This design comes from an exercise in tuning for a short achievable clock period and few clock cycles on the open sky130 flow, not from production work.
Where RTL was checked, it was by simulation tests only, not by an equivalence proof against the original.
Only the layout flow was run in run 2; the RTL was not checked for function there.
Power figures rest on the tool's default switching activity, not on a simulated workload.

==> flow/design.v <==
`default_nettype none
package cpu_pkg;
    localparam int data_width     = 32;
    localparam int reg_addr_width = 5;
    localparam logic [4:0] op_rtype = 5'd0;
    localparam logic [4:0] op_j     = 5'd1;
    localparam logic [4:0] op_bne   = 5'd2;
    localparam logic [4:0] op_jal   = 5'd3;
    localparam logic [4:0] op_addi  = 5'd5;
    localparam logic [4:0] op_blt   = 5'd6;
    localparam logic [4:0] op_sw    = 5'd7;
    localparam logic [4:0] op_lw    = 5'd8;
endpackage
`default_nettype wire
`timescale 1ns/100ps
`default_nettype none
module pfx_op (
    input  logic g,
    input  logic p,
    input  logic g_lo,
    input  logic p_lo,
    output logic g_o,
    output logic p_o
);
    assign g_o = g | (p & g_lo);
    assign p_o = p & p_lo;
endmodule
module pfx_g (
    input  logic g,
    input  logic p,
    input  logic g_lo,
    output logic g_o
);
    assign g_o = g | (p & g_lo);
endmodule
module kadd #(
    parameter int W = 32
) (
    input  logic [W-1:0] a,
    input  logic [W-1:0] b,
    input  logic         cin,
    output logic [W-1:0] sum,
    output logic         cout
);
    localparam int L = (W < 16) ? 4 : (W < 32) ? 5 : 6;   
    wire [W:0] g [0:L];
    wire [W:0] p [0:L];
    assign g[0] = {a & b, cin};
    assign p[0] = {a ^ b, 1'b0};
    genvar l, i;
    generate
        for (l = 0; l < L; l++) begin : lvl
            for (i = 0; i <= W; i++) begin : bitn
                if (i >= (2 << l)) begin : op
                    pfx_op u (.g(g[l][i]), .p(p[l][i]), .g_lo(g[l][i-(1<<l)]), .p_lo(p[l][i-(1<<l)]),
                              .g_o(g[l+1][i]), .p_o(p[l+1][i]));
                end else if (i >= (1 << l)) begin : opg
                    pfx_g u (.g(g[l][i]), .p(p[l][i]), .g_lo(g[l][i-(1<<l)]), .g_o(g[l+1][i]));
                    assign p[l+1][i] = 1'b0;
                end else begin : pass
                    assign g[l+1][i] = g[l][i];
                    assign p[l+1][i] = p[l][i];
                end
            end
        end
    endgenerate
    assign sum  = p[0][W:1] ^ g[L][W-1:0];
    assign cout = g[L][W];
endmodule
`default_nettype wire
module hi_pick #(
    parameter int W = 15
) (
    input  logic         neg,
    input  logic         c,
    input  logic [W-1:0] hi,
    input  logic [W-1:0] hi_p,
    input  logic [W-1:0] hi_m,
    output logic [W-1:0] y
);
    always_comb begin
        case ({neg, c})
            2'b01:   y = hi_p;
            2'b10:   y = hi_m;
            default: y = hi;
        endcase
    end
endmodule
`timescale 1ns/100ps
`default_nettype none
module processor (
    input  logic        clock,
    input  logic        reset,
    output logic [31:0] address_imem,
    input  logic [31:0] q_imem,
    output logic [31:0] address_dmem,
    output logic [31:0] data,
    output logic        wren,
    input  logic [31:0] q_dmem,
    output logic        ctrl_write_enable,
    output logic [4:0]  ctrl_write_reg,
    output logic [4:0]  ctrl_read_reg_a,
    output logic [4:0]  ctrl_read_reg_b,
    output logic [31:0] data_write_reg,
    input  logic [31:0] data_read_reg_a,
    input  logic [31:0] data_read_reg_b
);
    logic [31:0] d_ir;        
    logic [31:0] d_pc1;       
    logic [31:0] d_alt;       
    logic        d_pt;        
    logic [31:0] x_a;
    logic [31:0] x_b;
    logic [31:0] x_addr;      
    logic [4:0]  x_rd;        
    logic        x_we;        
    logic        x_trap;      
    logic [1:0]  x_exc;       
    logic        x_add, x_sub, x_and, x_or, x_sll, x_sra;
    logic [4:0]  x_sh;
    logic        x_lw, x_sw, x_bne, x_blt;
    logic        x_pt;
    logic [31:0] x_alt;
    logic        w_we;
    logic [4:0]  w_rd;
    logic [31:0] w_res;
    logic        redirect;
    logic        stall;
    logic [16:0] pc_lo;
    logic [14:0] pc_hi, pc_hip, pc_him;
    logic        pc_dn, pc_dc;
    logic [4:0]  f_op;
    logic        f_jump, f_bne;
    logic [14:0] f_hie, f_hiep, f_hiem;
    logic [16:0] f_lo1, f_blo;
    logic        f_c1, f_bc, f_hiep_c, f_hiem_c;
    logic [14:0] f_jhi, f_jhip, f_jhim;
    logic        f_jhip_c, f_jhim_c;
    logic [14:0] x_alt_hip, x_alt_him;
    hi_pick #(.W(15)) u_hie (.neg(pc_dn), .c(pc_dc), .hi(pc_hi), .hi_p(pc_hip), .hi_m(pc_him),
                             .y(f_hie));
    assign address_imem = {f_hie, pc_lo};
    assign f_op   = q_imem[31:27];
    assign f_jump = (f_op == cpu_pkg::op_j) || (f_op == cpu_pkg::op_jal);
    assign f_bne  = (f_op == cpu_pkg::op_bne);
    kadd #(.W(17)) u_lo1 (.a(pc_lo), .b(17'd0), .cin(1'b1), .sum(f_lo1), .cout(f_c1));
    kadd #(.W(17)) u_btgt (.a(pc_lo), .b(q_imem[16:0]), .cin(1'b1), .sum(f_blo), .cout(f_bc));
    kadd #(.W(15)) u_hiep (.a(f_hie), .b(15'd0), .cin(1'b1), .sum(f_hiep), .cout(f_hiep_c));
    kadd #(.W(15)) u_hiem (.a(f_hie), .b(15'h7fff), .cin(1'b0), .sum(f_hiem), .cout(f_hiem_c));
    assign f_jhi = {5'b0, q_imem[26:17]};
    kadd #(.W(15)) u_jhp (.a(f_jhi), .b(15'd0), .cin(1'b1), .sum(f_jhip), .cout(f_jhip_c));
    kadd #(.W(15)) u_jhm (.a(f_jhi), .b(15'h7fff), .cin(1'b0), .sum(f_jhim), .cout(f_jhim_c));
    always_ff @(posedge clock) begin
        if (reset) begin
            pc_lo  <= '0;
            pc_hi  <= '0;
            pc_hip <= 15'd1;
            pc_him <= 15'h7fff;
            pc_dn  <= 1'b0;
            pc_dc  <= 1'b0;
        end else if (redirect) begin
            pc_lo  <= x_alt[16:0];
            pc_hi  <= x_alt[31:17];
            pc_hip <= x_alt_hip;
            pc_him <= x_alt_him;
            pc_dn  <= 1'b0;
            pc_dc  <= 1'b0;
        end else if (!stall) begin
            if (f_jump) begin
                pc_lo  <= q_imem[16:0];
                pc_hi  <= f_jhi;
                pc_hip <= f_jhip;
                pc_him <= f_jhim;
                pc_dn  <= 1'b0;
                pc_dc  <= 1'b0;
            end else begin
                pc_hi  <= f_hie;
                pc_hip <= f_hiep;
                pc_him <= f_hiem;
                if (f_bne) begin   
                    pc_lo <= f_blo;
                    pc_dn <= q_imem[16];
                    pc_dc <= f_bc;
                end else begin
                    pc_lo <= f_lo1;
                    pc_dn <= 1'b0;
                    pc_dc <= f_c1;
                end
            end
        end
    end
    logic [31:0] d_pc;        
    logic [16:0] d_blo;       
    logic        d_bc;        
    always_ff @(posedge clock) begin
        if (reset || redirect) begin
            d_ir <= '0;
        end else if (!stall) begin
            d_ir <= q_imem;
        end
        if (!stall) begin
            d_pc  <= address_imem;
            d_blo <= f_blo;
            d_bc  <= f_bc;
            d_pt  <= f_bne;
        end
    end
    logic        d_pc1_c, d_hp_c, d_hm_c;
    logic [14:0] d_hp, d_hm;
    logic [31:0] d_btgt;
    kadd #(.W(32)) u_pc1 (.a(d_pc), .b(32'd0), .cin(1'b1), .sum(d_pc1), .cout(d_pc1_c));
    kadd #(.W(15)) u_dhp (.a(d_pc[31:17]), .b(15'd0), .cin(1'b1), .sum(d_hp), .cout(d_hp_c));
    kadd #(.W(15)) u_dhm (.a(d_pc[31:17]), .b(15'h7fff), .cin(1'b0), .sum(d_hm), .cout(d_hm_c));
    hi_pick #(.W(15)) u_dbt (.neg(d_ir[16]), .c(d_bc), .hi(d_pc[31:17]), .hi_p(d_hp), .hi_m(d_hm),
                             .y(d_btgt[31:17]));
    assign d_btgt[16:0] = d_blo;
    assign d_alt = d_pt ? d_pc1 : d_btgt;
    logic [4:0]  d_op, d_rd, d_rs, d_rt, d_fn;
    logic        d_r, d_ralu, d_addi, d_lw, d_sw, d_bne, d_blt, d_jal;
    logic        d_regw, d_trap;
    logic [4:0]  d_dest, d_rb;
    logic [31:0] d_simm;
    assign d_op = d_ir[31:27];
    assign d_rd = d_ir[26:22];
    assign d_rs = d_ir[21:17];
    assign d_rt = d_ir[16:12];
    assign d_fn = d_ir[6:2];
    assign d_simm = {{15{d_ir[16]}}, d_ir[16:0]};
    assign d_r    = (d_op == cpu_pkg::op_rtype);
    assign d_ralu = d_r && (d_fn <= 5'd5);
    assign d_addi = (d_op == cpu_pkg::op_addi);
    assign d_lw   = (d_op == cpu_pkg::op_lw);
    assign d_sw   = (d_op == cpu_pkg::op_sw);
    assign d_bne  = (d_op == cpu_pkg::op_bne);
    assign d_blt  = (d_op == cpu_pkg::op_blt);
    assign d_jal  = (d_op == cpu_pkg::op_jal);
    assign d_regw = d_ralu || d_addi || d_lw || d_jal;
    assign d_trap = (d_r && (d_fn == 5'd0 || d_fn == 5'd1)) || d_addi;
    assign d_dest = d_jal ? 5'd31 : d_rd;
    assign d_rb   = (d_sw || d_bne || d_blt) ? d_rd : d_rt;
    assign ctrl_read_reg_a = d_rs;
    assign ctrl_read_reg_b = d_rb;
    logic        ma_x, ma_x30, mb_x, mb_x30, ma_w, mb_w;
    logic        sel_xa, sel_xb;
    logic [31:0] x_res;
    logic        x_ovf;
    logic [31:0] fa, fb, fa_agu;
    assign ma_x   = x_we && (x_rd == d_rs);
    assign mb_x   = x_we && (x_rd == d_rb);
    assign ma_x30 = x_trap && (d_rs == 5'd30);
    assign mb_x30 = x_trap && (d_rb == 5'd30);
    assign ma_w   = w_we && (w_rd == d_rs);
    assign mb_w   = w_we && (w_rd == d_rb);
    assign sel_xa = x_ovf ? ma_x30 : ma_x;
    assign sel_xb = x_ovf ? mb_x30 : mb_x;
    assign fa = sel_xa ? x_res : ma_w ? w_res : data_read_reg_a;
    assign fb = sel_xb ? x_res : mb_w ? w_res : data_read_reg_b;
    assign fa_agu = (ma_x && x_lw) ? q_dmem : ma_w ? w_res : data_read_reg_a;
    logic [31:0] d_agu;
    logic        d_agu_c;
    kadd #(.W(32)) u_agu (.a(fa_agu), .b(d_simm), .cin(1'b0), .sum(d_agu), .cout(d_agu_c));
    assign stall  = (d_lw || d_sw) && ((ma_x && !x_lw) || ma_x30);
    always_ff @(posedge clock) begin
        x_a    <= d_jal ? d_pc1 : fa;
        x_b    <= d_addi ? d_simm : (d_jal ? 32'd0 : fb);
        x_addr <= d_agu;
        x_rd   <= d_dest;
        x_sh   <= d_ir[11:7];
        x_exc  <= d_addi ? 2'd2 : (d_fn == 5'd1 ? 2'd3 : 2'd1);
        x_pt   <= d_pt;
        x_alt  <= d_alt;
        if (reset || redirect || stall) begin
            x_we   <= 1'b0;
            x_trap <= 1'b0;
            x_add  <= 1'b0;
            x_sub  <= 1'b0;
            x_and  <= 1'b0;
            x_or   <= 1'b0;
            x_sll  <= 1'b0;
            x_sra  <= 1'b0;
            x_lw   <= 1'b0;
            x_sw   <= 1'b0;
            x_bne  <= 1'b0;
            x_blt  <= 1'b0;
        end else begin
            x_we   <= d_regw && (d_dest != 5'd0);
            x_trap <= d_trap;
            x_add  <= (d_r && d_fn == 5'd0) || d_addi;
            x_sub  <= d_r && d_fn == 5'd1;
            x_and  <= d_r && d_fn == 5'd2;
            x_or   <= (d_r && d_fn == 5'd3) || d_jal;
            x_sll  <= d_r && d_fn == 5'd4;
            x_sra  <= d_r && d_fn == 5'd5;
            x_lw   <= d_lw;
            x_sw   <= d_sw;
            x_bne  <= d_bne;
            x_blt  <= d_blt;
        end
    end
    logic [31:0] sum, diff, alu, sra_res;
    logic        add_ovf, sub_ovf, ne, lt, taken;
    logic        sum_c, diff_c;
    kadd #(.W(32)) u_add (.a(x_a), .b(x_b), .cin(1'b0), .sum(sum), .cout(sum_c));
    kadd #(.W(32)) u_sub (.a(x_a), .b(~x_b), .cin(1'b1), .sum(diff), .cout(diff_c));
    assign add_ovf = (x_a[31] == x_b[31]) && (sum[31] != x_a[31]);
    assign sub_ovf = (x_a[31] != x_b[31]) && (diff[31] != x_a[31]);
    assign x_ovf   = x_trap && (x_sub ? sub_ovf : add_ovf);
    assign sra_res = $signed(x_a) >>> x_sh;
    always_comb begin
        alu = '0;
        if (x_add) alu = alu | sum;
        if (x_sub) alu = alu | diff;
        if (x_and) alu = alu | (x_a & x_b);
        if (x_or)  alu = alu | (x_a | x_b);
        if (x_sll) alu = alu | (x_a << x_sh);
        if (x_sra) alu = alu | sra_res;
    end
    assign x_res = x_lw ? q_dmem : (x_ovf ? {30'd0, x_exc} : alu);
    assign ne       = (x_a != x_b);
    assign lt       = ne && !(diff[31] ^ sub_ovf);   
    assign taken    = (x_bne && ne) || (x_blt && lt);
    assign redirect = (x_bne || x_blt) && (taken != x_pt);
    logic x_ahp_c, x_ahm_c;
    kadd #(.W(15)) u_xahp (.a(x_alt[31:17]), .b(15'd0), .cin(1'b1), .sum(x_alt_hip), .cout(x_ahp_c));
    kadd #(.W(15)) u_xahm (.a(x_alt[31:17]), .b(15'h7fff), .cin(1'b0), .sum(x_alt_him), .cout(x_ahm_c));
    assign address_dmem = x_addr;
    assign data         = x_b;
    assign wren         = x_sw;
    always_ff @(posedge clock) begin
        w_res <= x_res;
        w_rd  <= x_ovf ? 5'd30 : x_rd;
        if (reset) begin
            w_we <= 1'b0;
        end else begin
            w_we <= x_we || x_ovf;
        end
    end
    assign ctrl_write_enable = w_we;
    assign ctrl_write_reg    = w_rd;
    assign data_write_reg    = w_res;
endmodule
`default_nettype wire
==> flow/run.sh <==
#!/bin/bash
# synth_recipe.tcl (not shown) runs the flow's synth.tcl, then flattens the netlist and writes it again
# the make line also repeats each setting of config.mk as NAME=value (left out here)
make -C /OpenROAD-flow-scripts/flow DESIGN_CONFIG=/design/flow/config.mk WORK_HOME=/design/flow/orfs CLKGATE_MAP_FILE= SYNTH_SCRIPT=/design/flow/synth_recipe.tcl finish
==> flow/config.mk <==
export PLATFORM = sky130hd
export DESIGN_NAME = processor
export DESIGN_NICKNAME = processor
export VERILOG_FILES = /design/flow/design.v
export SDC_FILE = /design/flow/constraint.sdc
export NUM_CORES = 4
export LEC_CHECK = 0
export CAP_MARGIN = 20
export CORE_MARGIN = 2
export CORE_UTILIZATION = 40
export SETUP_SLACK_MARGIN = 5
export SLEW_MARGIN = 20
export SYNTH_HIERARCHICAL = 1
export SYNTH_MINIMUM_KEEP_SIZE = 0
==> flow/constraint.sdc <==
create_clock -name core_clock -period 9.0 [get_ports {clock}]
set_input_delay 1.8000 -clock core_clock [delete_from_list [all_inputs] [get_ports {clock}]]
set_output_delay 1.8000 -clock core_clock [all_outputs]
set_load 0.01 [all_outputs]
==> impl_metrics.yaml, run 1 <==
power:
  switching_power_mw: 3.60
  seqPwrFrac_pct: 26.6
  leakage_nw: 26.3
  intPower_mw: 4.77
  p_comb_share_pct: 51.1
  clkPwrFrac_pct: 22.3
  power_mw: 8.37
  swShare_pct: 43.0
  irDropWorstVdd_mv: 0.134
  p_per_area_nw_per_um2: 181
layout:
  fin_util_pct: 48.6
  multi_input_area_um2: 31500
  fill_cells: 9462
  final_area_um2: 46200
  drive_above_1_share_pct: 10.1
  regArea_um2: 7460
  final_net_count: 5571
  stdcell_count: 6389
  synthToLayoutAreaGrowth_pct: 20.5
timing:
  hold_ws_ps: 472
  finalSetupViolations: 0
  setup_tns_ps: 0
  worst_slew_pin_slew_ps: 1140
  slew_viol_final: 0
  maxSlewHeadroom_pct: 21.8
  rsz0062_at_grt: "yes"
  min_period_over_period_pct: 45.2
  period_minus_slack_ps: 4070
  layout_setup_ws_ps: 4930
  fmax_mhz: 246
  hold_viol: 0
  finClkSkew_ps: 43.3
clock_tree:
  clock-sinks: 338
  numCtsBuffers: 42
  cts_tree: "built"
  clockRootBuffer: "clkbuf_16"
  ctsLongestPathBuffers: 3
  clkLatencyLatePin_ps: 620
  clk_pin_slew_worst_paths_ps: 80
  htree_levels: 2
global_route:
  antenna_found_initial: 13
  grt_max_degree: 106
  grt_pass1_vias: 37000
  overflow: 0
  grtUsageTotal_pct: 36.1
  grt_pass1_wl_mm: 260
critical_path:
  crit_path_start_kind: "flip-flop"
  critPathMaxFanout: 13
  worstPathRequired_ps: 9490
  critical_path_class: "flip-flop to flip-flop"
  critPathArrivalTime_ps: 4560
  cp-end-kind: "flip-flop"
floorplan:
  fp.dieH_um: 313
  ioPinCount: 275
  core_um2: 95000
  rows: 113
  start_util_pct: 40.3
  die_x_um: 313
  die-area_um2: 98200
yosys:
  synth.avg_cell_area_um2: 8.28
  synth-warning-count: 11
  synth_area_um2: 38300
  synthCells: 4623
placed_design:
  dpl-instance-area_um2: 43000
  pre_cts_slack_ps: 3720
  dp_cells: 6258
  portBuffers: 274
  gp_congestion: 1.10
  hpwlAfterDp_mm: 148
job:
  drv_cap: 0
routing:
  ant_nets: 0
  first_pass_iters: 6
  initialDrtViolationCount: 3932
  drc_errors: 0
  vias: 38500
  drt-total-wl_mm: 186
  via_per_inst: 6.03
  wl_per_cell_um: 29.1
min_path:
  hp-class: "flip-flop to flip-flop"
status:
  outcome: "no timing/DRC/antenna violations"
## layout by cell type (no fill, tap or decap), types with 13 or more instances in the layout
| cell type | instances |
|---|---|
| a2bb2oi_1 | 14 |
| edfxtp_1 | 51 |
| dlygate4sd2_1 | 16 |
| clkbuf_16 | 45 |
| inv_1 | 86 |
| a311o_1 | 17 |
| nand2b_1 | 16 |
| nor2_1 | 128 |
| buf_4 | 80 |
| o22ai_1 | 13 |
| mux2_2 | 54 |
| nand2_1 | 416 |
| ha_1 | 342 |
| a311oi_1 | 23 |
| dfxtp_4 | 32 |
| and2_1 | 725 |
| a21o_1 | 990 |
| o21ai_0 | 62 |
| mux4_2 | 59 |
| nand3_1 | 102 |
| dfxtp_2 | 48 |
| o21ai_2 | 13 |
| a21oi_1 | 141 |
| dfxtp_1 | 207 |
| a22oi_1 | 50 |
| clkdlybuf4s50_1 | 244 |
| conb_1 | 255 |
| a211oi_1 | 15 |
| nor3_1 | 15 |
| o221ai_1 | 13 |
| nor4_1 | 16 |
| o21ai_1 | 26 |
| xor2_1 | 289 |
| o211ai_1 | 84 |
| mux2i_1 | 106 |
## state kept, by name, indices dropped and copies added, names as in the netlist, 2 cells and up
register,flops
pc_hip,15
x_alt,32
pc_lo,17
x_sh,5
x_exc,2
w_rd,5
w_res,32
d_ir,32
x_rd,5
d_blo,17
x_b,32
x_a,32
pc_hi,15
x_addr,32
pc_him,15
d_pc,32
## power by group through the flow
stage	Sequential [mW]	Clock, mW	Combinational [mW]
floorplan	2.07	0	2.67
global placement	2.24	0	3.98
detailed placement	2.24	0	3.96
CTS	2.22	1.88	4.06
global route	2.25	1.94	4.57
finish	2.23	1.86	4.27
## worst paths after layout
kind	to	from	slack, ps	depth (start not counted)
max reg2reg	x_a[18]	x_a[2]	4930	16
min reg2reg	x_alt[15]	d_blo[15]	470	1
max	x_a[18]	x_a[2]	4930	16
min	x_alt[15]	d_blo[15]	470	1
## cell type report
cell class                      count  area share, %
Clock buffer                       54           2.50
Antenna cell                        1        0.00542
Inverter                           94          0.789
Tap cell                         1265           3.43
Sequential cell                   338           16.2
Clock inverter                     22          0.764
Timing Repair Buffer              377           8.04
Multi-Input combinational cell   4238           68.3
## critical path, stage by stage, from the launching register on
cell and delay [ps]:
dfxtp_4 410, ha_1 360, and2_1 190, a21o_1 250, a21o_1 230, a21o_1 210, a21o_4 240, xor2_4 170
xor2_4 190, buf_4 180, a221oi_4 360, buf_6 190, buf_4 130, a32oi_1 110, nand3_2 230, o21ai_0 140
a21oi_2 320
## what timing repair did
item                       in CTS  in global routing
buffers inserted               33                 17
pin swaps                      17                 21
hold buffers                    0                  0
setup endpoints to repair     208                171
resized for setup             199                135
gates cloned                    0                  4
## metal layers
metal	up-vias	share of wire (%)	global-route usage [%]
li1	17500	-	-
met1	18700	41	45.5
met2	1892	44	57.1
met3	473	9.3	8.58
met4	10	6.3	18.8
met5	-	0.031	0
Testbench counts, summed over its fixed seeds: cycles 43,862.
==> run 2, diff against run 1 <==
--- a/flow/design.v
+++ b/flow/design.v
@@ -14,24 +14,49 @@
 `default_nettype wire
 `timescale 1ns/100ps
 `default_nettype none
-module pfx_op (
+module pfx_n (
     input  logic g,
     input  logic p,
     input  logic g_lo,
     input  logic p_lo,
+    output logic gn_o,
+    output logic pn_o
+);
+    assign gn_o = ~(g | (p & g_lo));
+    assign pn_o = ~(p & p_lo);
+endmodule
+module pfx_p (
+    input  logic gn,
+    input  logic pn,
+    input  logic gn_lo,
+    input  logic pn_lo,
     output logic g_o,
     output logic p_o
 );
-    assign g_o = g | (p & g_lo);
-    assign p_o = p & p_lo;
+    assign g_o = ~(gn & (pn | gn_lo));
+    assign p_o = ~(pn | pn_lo);
 endmodule
-module pfx_g (
+module pfx_gn (
     input  logic g,
     input  logic p,
     input  logic g_lo,
+    output logic gn_o
+);
+    assign gn_o = ~(g | (p & g_lo));
+endmodule
+module pfx_gp (
+    input  logic gn,
+    input  logic pn,
+    input  logic gn_lo,
     output logic g_o
 );
-    assign g_o = g | (p & g_lo);
+    assign g_o = ~(gn & (pn | gn_lo));
+endmodule
+module inv_cell (
+    input  logic a,
+    output logic y
+);
+    assign y = ~a;
 endmodule
 module kadd #(
     parameter int W = 32
@@ -42,7 +67,7 @@
     output logic [W-1:0] sum,
     output logic         cout
 );
-    localparam int L = (W < 16) ? 4 : (W < 32) ? 5 : 6;   
+    localparam int L = $clog2(W + 1);
     wire [W:0] g [0:L];
     wire [W:0] p [0:L];
     assign g[0] = {a & b, cin};
@@ -52,22 +77,36 @@
         for (l = 0; l < L; l++) begin : lvl
             for (i = 0; i <= W; i++) begin : bitn
                 if (i >= (2 << l)) begin : op
-                    pfx_op u (.g(g[l][i]), .p(p[l][i]), .g_lo(g[l][i-(1<<l)]), .p_lo(p[l][i-(1<<l)]),
-                              .g_o(g[l+1][i]), .p_o(p[l+1][i]));
+                    if (l % 2 == 0) begin : n
+                        pfx_n u (.g(g[l][i]), .p(p[l][i]), .g_lo(g[l][i-(1<<l)]), .p_lo(p[l][i-(1<<l)]),
+                                 .gn_o(g[l+1][i]), .pn_o(p[l+1][i]));
+                    end else begin : t
+                        pfx_p u (.gn(g[l][i]), .pn(p[l][i]), .gn_lo(g[l][i-(1<<l)]), .pn_lo(p[l][i-(1<<l)]),
+                                 .g_o(g[l+1][i]), .p_o(p[l+1][i]));
+                    end
                 end else if (i >= (1 << l)) begin : opg
-                    pfx_g u (.g(g[l][i]), .p(p[l][i]), .g_lo(g[l][i-(1<<l)]), .g_o(g[l+1][i]));
-                    assign p[l+1][i] = 1'b0;
+                    if (l % 2 == 0) begin : n
+                        pfx_gn u (.g(g[l][i]), .p(p[l][i]), .g_lo(g[l][i-(1<<l)]), .gn_o(g[l+1][i]));
+                        assign p[l+1][i] = 1'b1;
+                    end else begin : t
+                        pfx_gp u (.gn(g[l][i]), .pn(p[l][i]), .gn_lo(g[l][i-(1<<l)]), .g_o(g[l+1][i]));
+                        assign p[l+1][i] = 1'b0;
+                    end
                 end else begin : pass
-                    assign g[l+1][i] = g[l][i];
-                    assign p[l+1][i] = p[l][i];
+                    inv_cell ug (.a(g[l][i]), .y(g[l+1][i]));
+                    assign p[l+1][i] = ~p[l][i];
                 end
             end
         end
     endgenerate
-    assign sum  = p[0][W:1] ^ g[L][W-1:0];
-    assign cout = g[L][W];
+    if (L % 2 == 0) begin : fin_t
+        assign sum  = p[0][W:1] ^ g[L][W-1:0];
+        assign cout = g[L][W];
+    end else begin : fin_n
+        assign sum  = p[0][W:1] ^ ~g[L][W-1:0];
+        assign cout = ~g[L][W];
+    end
 endmodule
-`default_nettype wire
 module hi_pick #(
     parameter int W = 15
 ) (
==> flow/flow/run.sh (new file) <==
#!/bin/bash
set -euo pipefail
bash standard.sh SETUP_SLACK_MARGIN=6 finish > standard_flow.log 2>&1
==> flow/standard.sh (new file) <==
#!/bin/bash
# synth_recipe.tcl (not shown) runs the flow's synth.tcl, then flattens the netlist and writes it again
# the make line also repeats each setting of config.mk as NAME=value (left out here)
make -C /OpenROAD-flow-scripts/flow DESIGN_CONFIG=/design/flow/config.mk WORK_HOME=/design/flow/orfs CLKGATE_MAP_FILE= SYNTH_SCRIPT=/design/flow/synth_recipe.tcl "${@:-finish}"
--- a/flow/config.mk
+++ b/flow/config.mk
@@ -8,7 +8,6 @@
 export CAP_MARGIN = 20
 export CORE_MARGIN = 2
 export CORE_UTILIZATION = 40
-export SETUP_SLACK_MARGIN = 5
 export SLEW_MARGIN = 20
 export SYNTH_HIERARCHICAL = 1
 export SYNTH_MINIMUM_KEEP_SIZE = 0
removed: flow/run.sh
==> run 2 against run 1 <==
Net effect:
- critical path depth decreased by 1
- synthesized cell count increased by 9.4%
- final area increased by 23%
- flip-flop and latch count unchanged
- area after synthesis increased by 1.5%
- first-iteration DRC count increased by 24%
- clock skew increased by 30 ps
- clock power decreased by 2%
- total power increased by 18%
- global-route usage increased by 0.46 points
- largest power group unchanged
==> impl_metrics.yaml, run 2 <==
clock_tree:
  clk_pin_slew_worst_paths_ps: 60
  clockRootBuffer: "clkbuf_16"
  clkLatencyLatePin_ps: 630
  numCtsBuffers: 42
  clock-sinks: 338
  htree_levels: 2
  ctsHoldBuffers: 0
  ctsLongestPathBuffers: 3
  cts_tree: "built"
global_route:
  grtUsageTotal_pct: 36.5
  antenna_found_initial: 5
  grt_use_met1_pct: 45.8
  grt_pass1_vias: 40600
  grt_pass1_wl_mm: 270
  grtUsageMet2_pct: 58.6
  grt_max_degree: 96
  grt.met3_usage_pct: 7.18
  busiest_layer: "met2"
  overflow: 0
status:
  outcome: "no timing/DRC/antenna violations"
routing:
  initialDrtViolationCount: 4879
  drt-total-wl_mm: 196
  first_pass_iters: 9
  via_per_inst: 5.93
  vias: 42900
  ant_nets: 0
  wl_per_cell_um: 27.0
  drc_errors: 0
critical_path:
  slowest_stage: "o211ai_1"
  crit_path_start_kind: "flip-flop"
  worstPathRequired_ps: 9360
  crit_top_cell: "o21ai_2"
  cp-end-kind: "flip-flop"
  critPathMaxFanout: 14
  critPathArrivalTime_ps: 4320
  timing.rr.start: "x_b[10]"
  cp_slowest_stage_delay_ps: 750
  critical_path_class: "flip-flop to flip-flop"
  critical_path.cell_chain: "ha_4 > a21oi_4 > o21ai_2 > a21oi_2 > o21ai_2 > a21oi_2 > inv_2 > xor2_4 > xor2_4 > a22o_4 > o21ai_2 > o41a_1 > buf_6 > nand2_8 > o211ai_1"
  startpoint: "x_b[10]"
floorplan:
  die_x_um: 316
  core_um2: 96600
  fp.dieH_um: 316
  die-area_um2: 99700
  ioPinCount: 275
  rows: 114
  start_util_pct: 40.3
power:
  switching_power_mw: 4.62
  irDropWorstVdd_mv: 0.141
  p_per_area_nw_per_um2: 173
  intPower_mw: 5.24
  leakage_nw: 23.9
  clkPwrFrac_pct: 18.5
  seqPwrFrac_pct: 22.5
  p_comb_share_pct: 59.1
  swShare_pct: 46.8
placed_design:
  portBuffers: 274
  gp_congestion: 1.04
  hpwlAfterDp_mm: 138
timing:
  finalSetupViolations: 0
  setup_tns_ps: 0
  fmax_mhz: 253
  finClkSkew_ps: 73.3
  slew_viol_final: 0
  worst_slew_pin_slew_ps: 1140
  period_minus_slack_ps: 3960
  maxSlewHeadroom_pct: 23.8
  rsz0062_at_grt: "yes"
  min_period_over_period_pct: 44.0
  hold_viol: 0
layout:
  mostFrequentLayoutCells: "nand2_1, a21oi_2, inv_1"
  final_net_count: 6405
  fill_cells: 8481
  fin_util_pct: 59.0
  layout_commonest_cell: "nand2_1"
  drive_above_1_share_pct: 45.4
  synthToLayoutAreaGrowth_pct: 46.6
min_path:
  min-delay-start: "d_ir[9]"
  hp-class: "flip-flop to flip-flop"
job:
  drv_cap: 0
yosys:
  synth-warning-count: 11
  synth_area_um2: 38900
  synth.avg_cell_area_um2: 7.68
  synthCells: 5059
[run 2: cell count changes in the layout (fill, tap and decap cells not counted), sizes merged, moves of 48 or more]
cell,delta
clkdlybuf4s15,+59
clkdlybuf4s50,-197
a21oi,+566
and2,-724
conb,-48
o21ai,+428
nand2,+429
a21o,-994
dlygate4sd2,+52
inv,+435
buf,+539
nor2,+297
[run 2: final cells by class]
class,instances,area [um^2],share of cell area (%)
multi-input cells,4193,35500,62.4
repair buffers,820,8630,15.2
flip-flops and latches,338,7730,13.6
inverters,530,2020,3.55
well taps,1276,1600,2.80
clock buffers,59,1250,2.19
clock inverters,18,211,0.371
diodes,1,2.50,0.00439
[run 2: final timing paths]
check / end / slack (ps) / cells past startpoint
max: x_b[7] / 5040 / 15
min: x_sh[2] / 470 / 0
max reg2reg: x_b[7] / 5040 / 15
min reg2reg: x_sh[2] / 470 / 0
[run 2: metrics by stage]
stage | power [mW] | std cells | hold WS [ps] | setup slack (ps) | instance area, um^2
6_report | 9.86 | 7235 | 468 | 5040 | 57000
5_1_grt | 10.2 | 7234 | 469 | 5150 | 57000
4_1_cts | 9.36 | 7114 | 434 | 5210 | 54000
3_5_place_dp | 6.83 | 6646 | 437 | 4210 | 44900
3_3_place_gp | 6.83 | 6646 | 440 | 4200 | 44900
2_1_floorplan | 5.35 | 5264 | 346 | 5590 | 41300
[run 2: repair_timing]
item | CTS | global route
pin swaps | 299 | 209
gates resized for setup | 1666 | 407
gates cloned | 40 | 8
endpoints found under the setup margin | 454 | 296
setup buffers | 351 | 112
[run 2: power groups by stage]
| stage | combinational [mW] | clock, mW | sequential, mW |
|---|---|---|---|
| 6_report | 5.82 | 1.82 | 2.21 |
| 5_1_grt | 6.13 | 1.88 | 2.22 |
| 4_1_cts | 5.36 | 1.81 | 2.19 |
| 3_5_place_dp | 4.56 | 0 | 2.28 |
| 3_3_place_gp | 4.56 | 0 | 2.28 |
| 2_1_floorplan | 3.25 | 0 | 2.10 |
[run 2: critical path: cells and delay by family, from the launching register on]
family | cells | cell delay [ps]
xor+xnor | 2 | 400
fa+ha+maj | 1 | 250
simple gates | 1 | 140
buf+inv | 2 | 280
flops | 1 | 460
compound gates | 9 | 2150
[run 2: per-layer routing]
layer | vias to the layer above | routed length [um]
met3 | 679 | 18200
met5 | - | 165
met2 | 2396 | 87900
met4 | 10 | 13900
met1 | 20500 | 75500
li1 | 19300 | -

-- re-timing with driven ports --
The results above use ideal ports. As a check the final layouts listed here were re-extracted and re-timed, cells and wires unchanged.
Step 1: set_driving_cell puts a clkbuf_16 on clock and a buf_2 on each other input, an assumption about the parent block.
Step 2, shift: input delay + t, output delay - t, t = (earliest + latest rising clock arrival at the registers) / 2. This alone moves slack from input paths to output paths.
Three values: ideal ports, drivers, drivers and shift; two values: the first two.
run | t (ns) | setup slack, ns | worst register clock-pin slew, ns | worst slew at a driven data input, ns | cell pins on the clock port's net
run 1 | 0.669 | 4.934 / 4.934 / 4.342 | 0.08 / 0.08 | 0.11 | 1
run 2 | 0.650 | 5.044 / 5.044 / 4.927 | 0.07 / 0.07 | 0.14 | 1
After both steps every run listed still meets setup and hold. The setup slack of run 1, which loses most, moves by 0.000 ns with the drivers and by -0.592 ns with both steps.
